This is an optimization exercise on Yosys and OpenROAD, whose aim is small area, a short achievable clock period and few clock cycles, not a production implementation. Where RTL was checked, it was by simulation tests only, not by an equivalence proof against the original.

==> run a <==
// stick_radial_dead_zone
module stick_radial_dead_zone #(
    parameter int SAMPLE_BITS = 16
) (
    input  logic                            aclk,
    input  logic                            aresetn,
    input  logic                            cfg_we,
    input  logic [srdz_pkg::DEAD_W-1:0]     cfg_wdata,    
    input  logic                            s_tvalid,
    output logic                            s_tready,
    input  logic [2*srdz_pkg::DATA_W-1:0]   s_tdata,      
    output logic                            m_tvalid,
    input  logic                            m_tready,
    output logic [2*srdz_pkg::DATA_W-1:0]   m_tdata,      
    output logic [0:0]                      m_tuser       
);
Settings: LEC_CHECK=0, ABC_AREA=1, CAP_MARGIN=30, CORE_MARGIN=2, CORE_UTILIZATION=55, CTS_BUF_LIST=sky130_fd_sc_hd__clkbuf_8, CTS_CLUSTER_SIZE=30, SETUP_SLACK_MARGIN=3.5, SLEW_MARGIN=30, TNS_END_PERCENT=0; clock period 8.0 ns.
run.sh (not shown) runs the stock make flow with config.mk's settings and CLKGATE_MAP_FILE= SYNTH_SCRIPT=/design/flow/synth_recipe.tcl, a recipe that flattens the netlist after the stock synthesis.
==> run b: changes against run a <==
--- a/flow/config.mk
+++ b/flow/config.mk
@@ -9,8 +9,7 @@
 export CAP_MARGIN = 30
 export CORE_MARGIN = 2
-export CORE_UTILIZATION = 55
+export CORE_UTILIZATION = 50
 export CTS_BUF_LIST = sky130_fd_sc_hd__clkbuf_8
 export CTS_CLUSTER_SIZE = 30
-export SETUP_SLACK_MARGIN = 3.5
+export SETUP_SLACK_MARGIN = 2.5
 export SLEW_MARGIN = 30
-export TNS_END_PERCENT = 0
==> run c: changes against run a <==
--- a/flow/config.mk
+++ b/flow/config.mk
@@ -7,10 +7,9 @@
 export LEC_CHECK = 0
 export ABC_AREA = 1
-export CAP_MARGIN = 30
+export CAP_MARGIN = 20
 export CORE_MARGIN = 2
-export CORE_UTILIZATION = 55
+export CORE_UTILIZATION = 50
 export CTS_BUF_LIST = sky130_fd_sc_hd__clkbuf_8
 export CTS_CLUSTER_SIZE = 30
-export SETUP_SLACK_MARGIN = 3.5
-export SLEW_MARGIN = 30
-export TNS_END_PERCENT = 0
+export SETUP_SLACK_MARGIN = 2.5
+export SLEW_MARGIN = 20
==> run d: changes against run a <==
--- a/flow/config.mk
+++ b/flow/config.mk
@@ -9,8 +9,9 @@
 export CAP_MARGIN = 30
 export CORE_MARGIN = 2
-export CORE_UTILIZATION = 55
+export CORE_UTILIZATION = 50
 export CTS_BUF_LIST = sky130_fd_sc_hd__clkbuf_8
 export CTS_CLUSTER_SIZE = 30
-export SETUP_SLACK_MARGIN = 3.5
+export PLACE_DENSITY = 0.75
+export SETUP_SLACK_MARGIN = 3.0
 export SLEW_MARGIN = 30
 export TNS_END_PERCENT = 0
==> run summary <==
quantity                                                                                   run c        run d        run a        run b
Share of the cycle needed by the critical path after routing                               66.3%        66.5%        65.8%        66.7%
Wire length on met1                                                                    121000 um    114000 um    125000 um    122000 um
Multi-input combinational cell area                                                  0.0607 mm^2  0.0614 mm^2  0.0625 mm^2  0.0609 mm^2
Non-clock inverter total of the final layout                                                1746         1751         1753         1749
Fraction of the core area covered by cells at the end of the flow                          56.4%        57.0%        63.5%        56.7%
Die H                                                                                     496 um       496 um       473 um       496 um
Antenna diode instance count                                                                   4            4            3            4
Critical Path Max Stage Delay                                                            0.54 ns      0.44 ns      0.49 ns      0.53 ns
Maximum number of pins on one net before global-route repair                                 186          196          183          186
Outcome                                                                 finished with violations  no timing/DRC/antenna violations  no timing/DRC/antenna violations  no timing/DRC/antenna violations
Violated checks                                                    capacitance limit, slew limit            -            -            -
Wire length of the first global-routing pass                                           451000 um    428000 um    463000 um    452000 um
Global-route met2 utilization                                                              40.2%        36.1%        45.1%        40.4%
Cell seen most often among critical-path stages                                             fa_1      nand2_1        buf_4         fa_1
R2R depth                                                                                     11           33           35           16
Clock buffer count from CTS                                                                  334          321          329          334
Testbench counts of run a, summed over its fixed seeds: cycles 12,184.
Testbench counts of run b, summed over its fixed seeds: cycles 12,184.
Testbench counts of run c, summed over its fixed seeds: cycles 12,184.
Testbench counts of run d, summed over its fixed seeds: cycles 12,184.

========
==> v14: inputs <==
stick_radial_dead_zone, a different RTL version from the one above (not shown whole).
export LEC_CHECK = 0
export ABC_AREA = 1
export CAP_MARGIN = 20
export CORE_MARGIN = 2
export CORE_UTILIZATION = 40
export SETUP_SLACK_MARGIN = 3.0
export SLEW_MARGIN = 20
create_clock -name core_clock -period 8.0 [get_ports {aclk}]
==> inputs of v34, as changes to v14 <==
--- a/flow/config.mk
+++ b/flow/config.mk
@@ -11,3 +11,3 @@
 export CORE_UTILIZATION = 40
-export SETUP_SLACK_MARGIN = 3.0
+export SETUP_SLACK_MARGIN = 4.0
 export SLEW_MARGIN = 20
==> run summary <==
quantity	v34	v14
Aggregate routed wire length	342 mm	310 mm
Number of standard cells in the final layout excluding fillers	18397	17524
Footprint of the flip-flops and latches	55800 µm²	55800 µm²
Outcome	finished clean	finished clean
Buffers inserted by post-CTS timing repair	1197	347
Max Fclk	0.189 GHz	0.190 GHz
Worst setup endpoint	p6_L14	p14_pxs[13]
Leading cell type in the layout, fill and taps excluded	sky130_fd_sc_hd__edfxtp_1	sky130_fd_sc_hd__nand2_1
Slack of the critical path	2.71 ns	2.75 ns
Worst Hold Launch	nden[0]	nden[1]
Number of stages on the worst setup path	37	18
Reg-to-reg critical path startpoint	p5_r14[4]	p13_sat
Layout net count	15845	14970
Number of cells traversed by the worst register-to-register path	37	18
Clock buffer and inverter area fraction after layout	0.0426	0.0464
Testbench counts of v14, summed over its fixed seeds: cycles 12,184.
Testbench counts of v34, summed over its fixed seeds: cycles 12,184.

========
==> build 74 <==
stick_radial_dead_zone, a different RTL version from the one above (not shown whole).
==> flow/design.v (excerpt) <==
module stick_radial_dead_zone #(
    parameter int SAMPLE_BITS = 16
) (
    input  logic                            aclk,
    input  logic                            aresetn,
    input  logic                            cfg_we,
    input  logic [srdz_pkg::DEAD_W-1:0]     cfg_wdata,    
    input  logic                            s_tvalid,
    output logic                            s_tready,
    input  logic [2*srdz_pkg::DATA_W-1:0]   s_tdata,      
    output logic                            m_tvalid,
    input  logic                            m_tready,
    output logic [2*srdz_pkg::DATA_W-1:0]   m_tdata,      
    output logic [0:0]                      m_tuser       
);
clock: 8.0 ns
lec_check: 0
abc_area: 1
cap_margin: 20
core_margin: 2
core_utilization: 40
setup_slack_margin: 3.5
slew_margin: 20
==> inputs of trial 49, as changes to build 74 <==
--- a/flow/config.mk
+++ b/flow/config.mk
@@ -9,5 +9,5 @@
 export CAP_MARGIN = 20
 export CORE_MARGIN = 2
 export CORE_UTILIZATION = 40
-export SETUP_SLACK_MARGIN = 3.5
+export SETUP_SLACK_MARGIN = 2.5
 export SLEW_MARGIN = 20
==> results.json <==
{
  "outcome": "no timing/DRC/antenna violations",
  "crit-reg2reg-launch": "p5_r12[10]",
  "grtUsageTotal_pct": 18.0
}
[end of results for trial 49]
==> results.json <==
{
  "outcome": "no timing/DRC/antenna violations",
  "multi_input_area_mm2": 0.0697,
  "placementRows": 207,
  "cp_num_cells": 33,
  "grtUsageTotal_pct": 19.6
}
[end of results for build 74]
Function was not checked in any run of this note: the RTL went through the layout flow alone.

========
==> inputs of fjord <==
Another version of the RTL of stick_radial_dead_zone (not shown whole).
// stick_radial_dead_zone
module stick_radial_dead_zone #(
    parameter int SAMPLE_BITS = 16
) (
    input  logic                            aclk,
    input  logic                            aresetn,
    input  logic                            cfg_we,
    input  logic [srdz_pkg::DEAD_W-1:0]     cfg_wdata,    
    input  logic                            s_tvalid,
    output logic                            s_tready,
    input  logic [2*srdz_pkg::DATA_W-1:0]   s_tdata,      
    output logic                            m_tvalid,
    input  logic                            m_tready,
    output logic [2*srdz_pkg::DATA_W-1:0]   m_tdata,      
    output logic [0:0]                      m_tuser       
);
clock: 8.0 ns
lec_check: 0
abc_area: 1
cap_margin: 30
core_margin: 2
core_utilization: 65
cts_buf_list: sky130_fd_sc_hd__clkbuf_8
cts_cluster_size: 30
setup_slack_margin: 3.0
slew_margin: 30
tns_end_percent: 0
==> maple: changes against fjord <==
Settings changed: CORE_UTILIZATION 65 to 55, SETUP_SLACK_MARGIN 3.0 to 3.5.
==> impl_metrics.ini <==
[run_status]
status = no timing/DRC/antenna violations

[cells_and_area]
final.fill_count = 18400
clkbuf_count = 345
synthToLayoutAreaGrowth_pct = 12.10
multi_input_area_share = 0.4500

[global_route]
met2_usage = 0.4648
track_usage = 0.2727

[setup_path]
rrSetupSlack_ns = 2.64
cp-startpoint = p5_nr14[1]$_DFFE_PP_
crit_path_max_fanout = 3
crit_path_end = p6_A0[14]$_DFFE_PP_
rr_endpoint = p6_A0[14]$_DFFE_PP_

[die]
core_mm2 = 0.2225
die_h_um = 477.6

[routing]
drt-met1-wl_um = 128200
# the run above: maple

==> impl_metrics.ini <==
[die]
core_mm2 = 0.1882
die_h_um = 439.7

[cells_and_area]
layout_common_cells = 2,201 x nand2_1, 1,821 x inv_1, 1,788 x edfxtp_1
final.fill_count = 13250
clkbuf_count = 336
synthToLayoutAreaGrowth_pct = 11.54
multi_input_area_share = 0.4529

[run_status]
status = no timing/DRC/antenna violations

[global_route]
met2_usage = 0.5318
track_usage = 0.3205

[place]
placedCellCount = 14690

[synth]
synth_nets = 14080

[setup_path]
rrSetupSlack_ns = 2.62
crit_path_max_fanout = 7
rr_endpoint = p14_pys[12]$_DFFE_PP_
crit_path_end = p14_pys[12]$_DFFE_PP_
worstSetupEndpointType = flop

[routing]
route.met2.wl_um = 147800
drt-met1-wl_um = 124100
# the run above: fjord

Testbench counts of fjord, summed over its fixed seeds: cycles 12,184.
Testbench counts of maple, summed over its fixed seeds: cycles 12,184.

========
==> v35 <==
RTL: one of the versions met above, not the one the previous note started from.
==> flow/config.mk <==
export PLATFORM = sky130hd
export DESIGN_NAME = stick_radial_dead_zone
export DESIGN_NICKNAME = stick_radial_dead_zone
export VERILOG_FILES = /design/flow/design.v
export SDC_FILE = /design/flow/constraint.sdc
export NUM_CORES = 4
export LEC_CHECK = 0
export ABC_AREA = 1
export CAP_MARGIN = 20
export CORE_MARGIN = 2
export CORE_UTILIZATION = 50
export CTS_BUF_LIST = sky130_fd_sc_hd__clkbuf_8
export CTS_CLUSTER_SIZE = 30
export SETUP_SLACK_MARGIN = 3.0
export SLEW_MARGIN = 20
export TNS_END_PERCENT = 0
==> flow/constraint.sdc <==
create_clock -name core_clock -period 8.0 [get_ports {aclk}]
set_input_delay 1.6000 -clock core_clock [delete_from_list [all_inputs] [get_ports {aclk}]]
set_output_delay 1.6000 -clock core_clock [all_outputs]
set_load 0.01 [all_outputs]
==> v28 (differences from v35) <==
- CAP_MARGIN: 20 -> 30
- HOLD_SLACK_MARGIN: default -> 0.0
- SLEW_MARGIN: 20 -> 30
==> notes <==
v28 finished with timing, DRC and antenna clean. v35 completed with no timing, DRC or antenna violations.
In v28 the clock-buffer cell count is higher than in v35, by 4.
In area after synthesis, v28 and v35 do not differ.
Of v35 and v28, v35 has the higher worst hold slack (gap 0.0016 ns).
First-iteration DRC count: v28 is smaller than v35 (2.5%).
Testbench counts of v35, summed over its fixed seeds: cycles 12,184.
Testbench counts of v28, summed over its fixed seeds: cycles 12,184.

## what the ideal ports hide
How much do the figures lean on ideal ports? The routed layouts below were timed once more, with nothing changed but the port constraints.
Step 1 assumes that a clkbuf_16 drives the clock port and a buf_2 every other input.
Step 2 moves the port delays by t, midway between the first and last clock arrival at a register: inputs arrive t later, outputs are due t later. That takes back most of the time a late clock gives input paths.
a / b / c = ideal / step 1 / step 2; a / b = the first two.
run	shift t [ns]	setup slack, ns	worst hold slack (ns)	slew at the worst register clock pin (ns)	pins driven straight from the clock port
run a	1.116	2.735 / 2.735 / 2.735	0.313 / 0.313 / 0.313	0.07 / 0.07	1
run b	1.106	2.662 / 2.662 / 2.662	0.317 / 0.317 / 0.317	0.07 / 0.07	1
run c	1.106	2.700 / 2.685 / 2.700	0.323 / 0.323 / 0.323	0.07 / 0.07	1
run d	1.129	2.676 / 2.676 / 2.676	0.326 / 0.326 / 0.326	0.08 / 0.08	1
v14	0.981	2.748 / 2.748 / 2.748	0.312 / 0.312 / 0.312	0.08 / 0.08	1
v34	0.988	2.707 / 2.707 / 2.707	0.313 / 0.313 / 0.313	0.08 / 0.08	1
build 74	0.967	3.101 / 3.101 / 3.101	0.324 / 0.324 / 0.324	0.07 / 0.07	1
trial 49	0.965	2.664 / 2.664 / 2.664	0.316 / 0.316 / 0.316	0.07 / 0.07	1
fjord	1.126	2.621 / 2.621 / 2.621	0.328 / 0.328 / 0.328	0.08 / 0.08	1
maple	1.134	2.642 / 2.642 / 2.642	0.288 / 0.288 / 0.288	0.08 / 0.08	1
v35	1.112	2.785 / 2.785 / 2.785	0.321 / 0.321 / 0.321	0.07 / 0.07	1
v28	1.118	2.763 / 2.763 / 2.763	0.319 / 0.319 / 0.319	0.07 / 0.07	1
